This design comes from an exercise in tuning for small area, a short achievable clock period and few clock cycles per item on the open sky130 flow, not from production work. At most, simulation tests tie the RTL to the original design; equivalence was not proved.

==> branch fjord: inputs <==
## unsigned_to_radix_digits
module unsigned_to_radix_digits (
  input  logic               clk,
  input  logic               rst_n,
  input  logic               in_push,
  output logic               in_full,
  input  logic [VALUE_W-1:0] in_value,
  output logic               out_empty,
  input  logic               out_pop,
  output logic [CHAR_W-1:0]  out_digit_char,
  output logic               out_last_digit,
  output logic [COUNT_W-1:0] out_digit_count,
  input  logic               cfg_valid,
  output logic               cfg_ready,
  input  logic [RADIX_W-1:0] cfg_data
);
clock: 16.0 ns
lec_check: 0
abc_area: 1
cap_margin: 20
core_margin: 2
core_utilization: 40
slew_margin: 20
run.sh (not shown) runs the stock make flow with config.mk's settings and CLKGATE_MAP_FILE= SYNTH_SCRIPT=/design/flow/synth_recipe.tcl, a recipe that flattens the netlist after the stock synthesis.
==> branch cedar: changes against branch fjord <==
--- a/flow/design.v
+++ b/flow/design.v
@@ -35,12 +35,13 @@
 );
   localparam int L = STAGES - 1;
   logic [RADIX_W-1:0] radix_r;
   logic [RADIX_W-1:0] radix_eff;
   logic [DW_W-1:0]    dw_eff;
   logic               free_r;      
+  logic               full_r;      
   logic [CHUNK_W-1:0] vch_r [CHUNKS];
   logic [3*TH_W-1:0]  thr_r;       
   logic [3*TH_W-1:0]  thm_r;
   logic [5:0]         md4_r;
   logic [3*TH_W-1:0]  thr_eff;
   logic [3*TH_W-1:0]  thm_eff;
@@ -76,12 +77,14 @@
   logic               tfin   [STAGES];
   logic               tal    [STAGES];
   logic               termd;
   logic               fin0;
   logic [IDX_W-1:0]   in_top;
   logic [CHUNKS-1:0]  in_oh;
+  logic               in_go;       
+  logic               in_fin;      
   logic               tv   [STAGES];
   logic [IDX_W-1:0]   ti   [STAGES];
   logic               tf   [STAGES];
   logic               tl   [STAGES];
   logic [CHUNK_W-1:0] cin  [STAGES];
   logic [RADIX_W-1:0] rin  [STAGES];
@@ -94,14 +97,14 @@
   logic               srch_cur;
   logic               setf;
   logic               found_nx;
   logic               start;
   logic               pushdue;     
   logic               frz;         
-  assign cfg_ready = free_r && !push_r && (skid_cnt == '0) && emit_idle;
-  assign in_full   = !free_r;
+  assign cfg_ready = !full_r && !push_r && (skid_cnt == '0) && emit_idle;
+  assign in_full   = full_r;
   always_ff @(posedge clk) begin
     if (!rst_n) begin
       radix_r <= RADIX_RESET;
     end else if (cfg_valid && cfg_ready) begin
       radix_r <= cfg_data;
     end
@@ -137,25 +140,31 @@
     lim = (STAGES * int'(fl)) / CHUNK_W - 1;
     if (lim > CHUNKS - 1) lim = CHUNKS - 1;
     tmv_eff  = (lim >= 0);
     tmax_eff = (lim >= 0) ? IDX_W'(lim) : '0;
   end
   always_comb begin
-    logic above;
+    logic [CHUNKS-1:0] nz;
+    logic [IDX_W:0]    lo;      
+    for (int c = 0; c < CHUNKS; c++) begin
+      nz[c] = (in_value[c*CHUNK_W +: CHUNK_W] != '0);
+    end
+    for (int c = 0; c < CHUNKS; c++) begin
+      in_oh[c] = (c == 0 || nz[c]) && !(|(nz >> (c + 1)));
+    end
     in_top = '0;
     for (int c = 0; c < CHUNKS; c++) begin
-      if (in_value[c*CHUNK_W +: CHUNK_W] != '0) begin
-        in_top = IDX_W'(c);
-      end
+      in_top = in_top | (IDX_W'(c) & {IDX_W{in_oh[c]}});
     end
-    above = 1'b0;
-    for (int c = CHUNKS - 1; c > 0; c--) begin
-      in_oh[c] = !above && (in_value[c*CHUNK_W +: CHUNK_W] != '0);
-      above    = above || in_oh[c];
+    lo     = dcnt_r + (IDX_W+1)'(frz) - (IDX_W+1)'(1);
+    in_go  = (dcnt_r + (IDX_W+1)'(frz) <= (IDX_W+1)'(1));
+    in_fin = tmv_eff;
+    for (int c = 0; c < CHUNKS; c++) begin
+      if ((IDX_W+1)'(c) >= lo) in_go = in_go | nz[c];
+      if (IDX_W'(c) > tmax_eff) in_fin = in_fin & !nz[c];
     end
-    in_oh[0] = !above;
   end
   always_comb begin
     tv[0]  = act0_r;
     ti[0]  = idx0_r;
     tf[0]  = first0_r;
     tl[0]  = oh0_r[0];
@@ -218,12 +227,13 @@
     for (int s = 1; s < STAGES; s++) pushdue = pushdue || (tv_r[s] && tl_r[s]);
   end
   assign frz = pushdue && ({1'b0, skid_cnt} + (SKID_W+1)'(push_r) >= (SKID_W+1)'(SKID));
   always_ff @(posedge clk) begin
     if (!rst_n) begin
       free_r  <= 1'b1;
+      full_r  <= 1'b0;
       act0_r  <= 1'b0;
       found_r <= 1'b0;
       push_r  <= 1'b0;
       fin_r   <= 1'b0;
       last_r  <= 1'b0;
       pend_r  <= 1'b0;
@@ -247,15 +257,16 @@
           tv_r[s] <= 1'b0;
         end else if (!frz) begin
           tv_r[s] <= tv[s-1];
         end
       end
       if (free_r) begin
-        act0_r  <= in_push && (dcnt_r + (IDX_W+1)'(frz) <= {1'b0, in_top} + (IDX_W+1)'(1));
-        pend_r  <= in_push && (dcnt_r + (IDX_W+1)'(frz) >  {1'b0, in_top} + (IDX_W+1)'(1));
+        act0_r  <= in_push && in_go;
+        pend_r  <= in_push && !in_go;
         free_r  <= !in_push;
+        full_r  <= in_push;
         found_r <= 1'b0;
       end else begin
         if (!frz) begin
           if (pend_r) begin
             if (dcnt_r <= {1'b0, idx0_r} + (IDX_W+1)'(1)) begin
               act0_r <= 1'b1;
@@ -267,12 +278,13 @@
             act0_r <= 1'b0;
           end
           found_r <= (start || fin_r) ? 1'b0 : found_nx;
         end
         if ((term || fin0) && !frz) begin
           free_r <= 1'b1;
+          full_r <= 1'b0;
         end
         if (fin0 && !frz) begin
           act0_r <= 1'b0;
         end
       end
     end
@@ -305,13 +317,13 @@
       for (int c = 0; c < CHUNKS; c++) begin
         vch_r[c] <= CHUNK_W'(in_value >> (c * CHUNK_W));
       end
       idx0_r   <= in_top;
       tmax_r   <= tmax_eff;
       tmv_r    <= tmv_eff;
-      fpass_r  <= tmv_eff && (in_top <= tmax_eff);
+      fpass_r  <= in_fin;
       oh0_r    <= in_oh;
       first0_r <= 1'b1;
       thr_r    <= thr_eff;
       thm_r    <= thm_eff;
       md4_r    <= md4_eff;
       dw_r     <= dw_eff;
==> branch indigo: changes against branch fjord <==
--- a/flow/design.v
+++ b/flow/design.v
@@ -59,27 +59,13 @@
   logic               qnz_r  [STAGES];
   logic               srch_r;
   logic               found_r;
   logic [IDX_W-1:0]   tnext_r;
   logic               push_r;
   logic [RADIX_W-1:0] pushd_r;
-  logic               fin_r;       
-  logic               last_r;      
-  logic [IDX_W-1:0]   tmax_eff;
-  logic [IDX_W-1:0]   tmax_r;      
-  logic               tmv_eff;     
-  logic               tmv_r;
-  logic               fpass_r;     
-  logic               pend_r;      
-  logic [IDX_W:0]     dcnt_r;      
-  logic               tfin_r [STAGES];
-  logic               tal_r  [STAGES];   
-  logic               tfin   [STAGES];
-  logic               tal    [STAGES];
-  logic               termd;
-  logic               fin0;
+  logic               fin_r;
   logic [IDX_W-1:0]   in_top;
   logic [CHUNKS-1:0]  in_oh;
   logic               tv   [STAGES];
   logic [IDX_W-1:0]   ti   [STAGES];
   logic               tf   [STAGES];
   logic               tl   [STAGES];
@@ -128,21 +114,12 @@
       thr_eff[(k-1)*TH_W +: TH_W] = TH_W'((kb + 8'd3) >> 2);
       thm_eff[(k-1)*TH_W +: TH_W] = TH_W'(((kb + 8'd3) >> 2) - 8'd1);
       md4_eff[(k-1)*2 +: 2]       = 2'(8'd0 - kb);
     end
   end
   always_comb begin
-    logic [DW_W-1:0] fl;
-    int              lim;
-    fl = ((radix_eff & (radix_eff - 6'd1)) == '0) ? dw_eff : dw_eff - DW_W'(1);
-    lim = (STAGES * int'(fl)) / CHUNK_W - 1;
-    if (lim > CHUNKS - 1) lim = CHUNKS - 1;
-    tmv_eff  = (lim >= 0);
-    tmax_eff = (lim >= 0) ? IDX_W'(lim) : '0;
-  end
-  always_comb begin
     logic above;
     in_top = '0;
     for (int c = 0; c < CHUNKS; c++) begin
       if (in_value[c*CHUNK_W +: CHUNK_W] != '0) begin
         in_top = IDX_W'(c);
       end
@@ -156,25 +133,21 @@
   end
   always_comb begin
     tv[0]  = act0_r;
     ti[0]  = idx0_r;
     tf[0]  = first0_r;
     tl[0]  = oh0_r[0];
-    tfin[0] = fpass_r;
-    tal[0]  = 1'b1;
     cin[0] = '0;
     for (int c = 0; c < CHUNKS; c++) begin
       cin[0] = cin[0] | (vch_r[c] & {CHUNK_W{oh0_r[c]}});
     end
     for (int s = 1; s < STAGES; s++) begin
       tv[s]  = tv_r[s];
       ti[s]  = ti_r[s];
       tf[s]  = tf_r[s];
       tl[s]  = tl_r[s];
-      tfin[s] = tfin_r[s];
-      tal[s]  = tal_r[s];
       cin[s] = pipe_r[s];
     end
     for (int s = 0; s < STAGES; s++) begin
       rin[s] = tf[s] ? '0 : rem_r[s];
     end
   end
@@ -188,32 +161,27 @@
       .quo    (quo[s]),
       .rem_out(rout[s])
     );
   end
   always_comb begin
     term  = 1'b0;
-    termd = 1'b0;
     pushv = 1'b0;
     pushd = '0;
     for (int s = 0; s < STAGES; s++) begin
       qnzc[s] = (!tf[s] && qnz_r[s]) || (quo[s] != '0);
-      if (tv[s] && tl[s] && tal[s]) begin
+      if (tv[s] && tl[s]) begin
         pushv = 1'b1;
         pushd = pushd | rout[s];
-        if (!qnzc[s]) begin
-          termd = 1'b1;
-          if (!tfin[s]) term = 1'b1;
-        end
+        if (!qnzc[s]) term = 1'b1;
       end
     end
     pushv = pushv && !fin_r;
     term  = term && !fin_r;
   end
   assign srch_cur = tf[L] ? 1'b1 : srch_r;
-  assign setf     = tv[L] && !tfin[L] && srch_cur && (quo[L] != '0);
-  assign fin0     = act0_r && tl[0] && fpass_r;
+  assign setf     = tv[L] && srch_cur && (quo[L] != '0);
   assign found_nx = setf || found_r;
   assign start    = found_r && (!act0_r || tl[0]);
   always_comb begin
     pushdue = act0_r && oh0_r[0];
     for (int s = 1; s < STAGES; s++) pushdue = pushdue || (tv_r[s] && tl_r[s]);
   end
@@ -222,73 +190,49 @@
     if (!rst_n) begin
       free_r  <= 1'b1;
       act0_r  <= 1'b0;
       found_r <= 1'b0;
       push_r  <= 1'b0;
       fin_r   <= 1'b0;
-      last_r  <= 1'b0;
-      pend_r  <= 1'b0;
-      dcnt_r  <= '0;
       for (int s = 0; s < STAGES; s++) tv_r[s] <= 1'b0;
     end else begin
       push_r <= pushv && !frz;
       fin_r  <= term && !frz;
-      last_r <= termd && !fin_r && !frz;
-      if (fin_r) begin
-        dcnt_r <= '0;
-      end else if (!frz) begin
-        if (fin0) begin
-          dcnt_r <= (IDX_W+1)'(STAGES - 1);
-        end else if (dcnt_r != '0) begin
-          dcnt_r <= dcnt_r - (IDX_W+1)'(1);
-        end
-      end
       for (int s = 1; s < STAGES; s++) begin
         if (fin_r) begin
           tv_r[s] <= 1'b0;
         end else if (!frz) begin
           tv_r[s] <= tv[s-1];
         end
       end
       if (free_r) begin
-        act0_r  <= in_push && (dcnt_r + (IDX_W+1)'(frz) <= {1'b0, in_top} + (IDX_W+1)'(1));
-        pend_r  <= in_push && (dcnt_r + (IDX_W+1)'(frz) >  {1'b0, in_top} + (IDX_W+1)'(1));
+        act0_r  <= in_push;
         free_r  <= !in_push;
         found_r <= 1'b0;
       end else begin
         if (!frz) begin
-          if (pend_r) begin
-            if (dcnt_r <= {1'b0, idx0_r} + (IDX_W+1)'(1)) begin
-              act0_r <= 1'b1;
-              pend_r <= 1'b0;
-            end
-          end else if (start) begin
+          if (start) begin
             act0_r <= 1'b1;
           end else if (act0_r && tl[0]) begin
             act0_r <= 1'b0;
           end
           found_r <= (start || fin_r) ? 1'b0 : found_nx;
         end
-        if ((term || fin0) && !frz) begin
+        if (term && !frz) begin
           free_r <= 1'b1;
         end
-        if (fin0 && !frz) begin
-          act0_r <= 1'b0;
-        end
       end
     end
   end
   always_ff @(posedge clk) begin
     pushd_r <= pushd;
     if (!frz) begin
       for (int s = 1; s < STAGES; s++) begin
         ti_r[s]   <= ti[s-1];
         tf_r[s]   <= tf[s-1];
         tl_r[s]   <= tl[s-1];
-        tfin_r[s] <= tfin[s-1];
-        tal_r[s]  <= tal[s-1] && qnzc[s-1];
         pipe_r[s] <= quo[s-1];
       end
       for (int s = 0; s < STAGES; s++) begin
         if (tv[s]) begin
           rem_r[s] <= rout[s];
           qnz_r[s] <= qnzc[s];
@@ -303,40 +247,36 @@
     end
     if (free_r) begin
       for (int c = 0; c < CHUNKS; c++) begin
         vch_r[c] <= CHUNK_W'(in_value >> (c * CHUNK_W));
       end
       idx0_r   <= in_top;
-      tmax_r   <= tmax_eff;
-      tmv_r    <= tmv_eff;
-      fpass_r  <= tmv_eff && (in_top <= tmax_eff);
       oh0_r    <= in_oh;
       first0_r <= 1'b1;
       thr_r    <= thr_eff;
       thm_r    <= thm_eff;
       md4_r    <= md4_eff;
       dw_r     <= dw_eff;
     end else if (!frz) begin
-      if (tv[L] && !tfin[L]) begin
+      if (tv[L]) begin
         vch_r[ti[L]] <= quo[L];
       end
       if (start) begin
         idx0_r   <= tnext_r;
-        fpass_r  <= tmv_r && (tnext_r <= tmax_r);
         first0_r <= 1'b1;
         for (int c = 0; c < CHUNKS; c++) oh0_r[c] <= (tnext_r == IDX_W'(c));
       end else if (act0_r) begin
         idx0_r   <= idx0_r - IDX_W'(1);
         oh0_r    <= oh0_r >> 1;
         first0_r <= 1'b0;
       end
     end
   end
   assign dg_push  = push_r;
   assign dg_digit = pushd_r;
-  assign dg_last  = last_r;
+  assign dg_last  = fin_r;
   assign dg_dw    = dw_r;
 endmodule
 import urd_pkg::*;
 module urd_div (
   input  logic [RADIX_W-1:0] rem_in,     
   input  logic [CHUNK_W-1:0] chunk,      
@@ -400,12 +340,13 @@
   output logic [COUNT_W-1:0] out_digit_count
 );
   logic [STACK_W-1:0] stk_r;
   logic [COUNT_W-1:0] cnt_r;       
   logic [COUNT_W-1:0] left_r;      
   logic [COUNT_W-1:0] total_r;
+  logic [DW_W-1:0]    ew_r;        
   logic               show_r;
   logic [CHAR_W-1:0]  char_r;
   logic               last_r;
   logic [COUNT_W-1:0] count_r;
   localparam int SP_W = (SKID > 1) ? $clog2(SKID) : 1;
   logic [RADIX_W-1:0] sk_dig_r  [SKID];
@@ -417,13 +358,14 @@
   logic [RADIX_W-1:0] sk_dig;
   logic               sk_last;
   logic               advance;
   logic               issue;
   logic [5:0]         digit;
   logic [CHAR_W-1:0]  dchar;
-  logic [STACK_W-1:0] stk_nxt;
+  logic [STACK_W-1:0] stk_pop;
+  logic [STACK_W-1:0] stk_push;
   assign advance  = !show_r || out_pop;
   assign issue    = advance && (left_r != '0);
   assign skid_cnt  = sk_cnt_r;
   assign emit_idle = (left_r == '0) && !show_r;
   assign drain    = (sk_cnt_r != '0) && (left_r == '0);
   assign sk_dig   = sk_dig_r[sk_rd_r];
@@ -443,36 +385,28 @@
     if (dg_push) begin
       sk_dig_r[sk_wr_r]  <= dg_digit;
       sk_last_r[sk_wr_r] <= dg_last;
     end
   end
   always_comb begin
-    logic [5:0] wsel;
-    logic [5:0] selp;
-    logic [5:0] selq;
-    for (int k = 0; k < 6; k++) begin
-      wsel[k] = (dg_dw == DW_W'(k + 1));
-      selp[k] = drain && wsel[k];
-      selq[k] = !drain && wsel[k];
-    end
-    for (int i = 0; i < STACK_W; i++) begin
-      stk_nxt[i] = 1'b0;
-      for (int k = 1; k <= 6; k++) begin
-        if (i >= k) begin
-          stk_nxt[i] = stk_nxt[i] | (selp[k-1] & stk_r[i-k]);
-        end else begin
-          stk_nxt[i] = stk_nxt[i] | (selp[k-1] & sk_dig[i]);
-        end
-        if (i + k < STACK_W) begin
-          stk_nxt[i] = stk_nxt[i] | (selq[k-1] & stk_r[i+k]);
-        end
-      end
-    end
-    for (int i = 0; i < 6; i++) begin
-      digit[i] = stk_r[i] & (dg_dw > DW_W'(i));
-    end
+    case (ew_r)
+      3'd1:    begin digit = {5'd0, stk_r[0]};   stk_pop = {1'd0, stk_r[STACK_W-1:1]}; end
+      3'd2:    begin digit = {4'd0, stk_r[1:0]}; stk_pop = {2'd0, stk_r[STACK_W-1:2]}; end
+      3'd3:    begin digit = {3'd0, stk_r[2:0]}; stk_pop = {3'd0, stk_r[STACK_W-1:3]}; end
+      3'd4:    begin digit = {2'd0, stk_r[3:0]}; stk_pop = {4'd0, stk_r[STACK_W-1:4]}; end
+      3'd5:    begin digit = {1'd0, stk_r[4:0]}; stk_pop = {5'd0, stk_r[STACK_W-1:5]}; end
+      default: begin digit = stk_r[5:0];         stk_pop = {6'd0, stk_r[STACK_W-1:6]}; end
+    endcase
+    case (dg_dw)
+      3'd1:    stk_push = {stk_r[STACK_W-2:0], sk_dig[0]};
+      3'd2:    stk_push = {stk_r[STACK_W-3:0], sk_dig[1:0]};
+      3'd3:    stk_push = {stk_r[STACK_W-4:0], sk_dig[2:0]};
+      3'd4:    stk_push = {stk_r[STACK_W-5:0], sk_dig[3:0]};
+      3'd5:    stk_push = {stk_r[STACK_W-6:0], sk_dig[4:0]};
+      default: stk_push = {stk_r[STACK_W-7:0], sk_dig[5:0]};
+    endcase
     if (digit < 6'd10) begin
       dchar = 7'h30 + CHAR_W'(digit);
     end else begin
       dchar = 7'h37 + CHAR_W'(digit);
     end
   end
@@ -492,17 +426,20 @@
       if (advance) begin
         show_r <= issue;
       end
     end
   end
   always_ff @(posedge clk) begin
-    if (drain || issue) begin
-      stk_r <= stk_nxt;
+    if (drain) begin
+      stk_r <= stk_push;
+    end else if (issue) begin
+      stk_r <= stk_pop;
     end
     if (drain && sk_last) begin
       total_r <= cnt_r + COUNT_W'(1);
+      ew_r    <= dg_dw;
     end
     if (issue) begin
       char_r  <= dchar;
       last_r  <= (left_r == COUNT_W'(1));
       count_r <= total_r;
     end
- ABC_AREA: 1 -> default
==> comparison <==
Die area: branch cedar < branch fjord < branch indigo.
Register-to-register slack: branch indigo < branch fjord < branch cedar.
Clock-buffer cell count is the same in branch indigo and branch cedar.
The highest area after synthesis belongs to branch indigo, the lowest to branch cedar.
Testbench counts of branch fjord, summed over its fixed seeds: cycles 33,987, items 928.
Testbench counts of branch cedar, summed over its fixed seeds: cycles 33,987, items 928.
For branch indigo, only the layout was checked, not whether the RTL still works.

==> static timing again, ports no longer ideal <==
The flow's constraints put no driver on any port. The routed layouts listed below were extracted and timed again, unchanged, in two steps.
Step 1 assumes that a clkbuf_16 drives the clock port and a buf_2 every other input.
Step 2 adds t to the input delays and takes it off the output delays; t is the mean of the earliest and latest rising clock arrival at the registers after step 1. Input paths then give back, and output paths get back, about the clock's delay inside the block.
a / b / c = no drivers / after step 1 / after step 2; a / b = the first two.
run	t (ns)	setup WS [ns]	worst setup path at the end	latest minus earliest clock arrival (ns)
branch fjord	0.654	9.437 / 9.437 / 8.954	input to register	0.037 / 0.038
branch cedar	0.665	9.529 / 9.529 / 9.529	register to register	0.039 / 0.039
branch indigo	0.639	8.548 / 8.548 / 8.548	register to register	0.077 / 0.077
After both steps setup and hold are still met in every run listed. The setup slack of branch fjord, which loses most, moves by 0.000 ns with the drivers and by -0.483 ns with both steps.
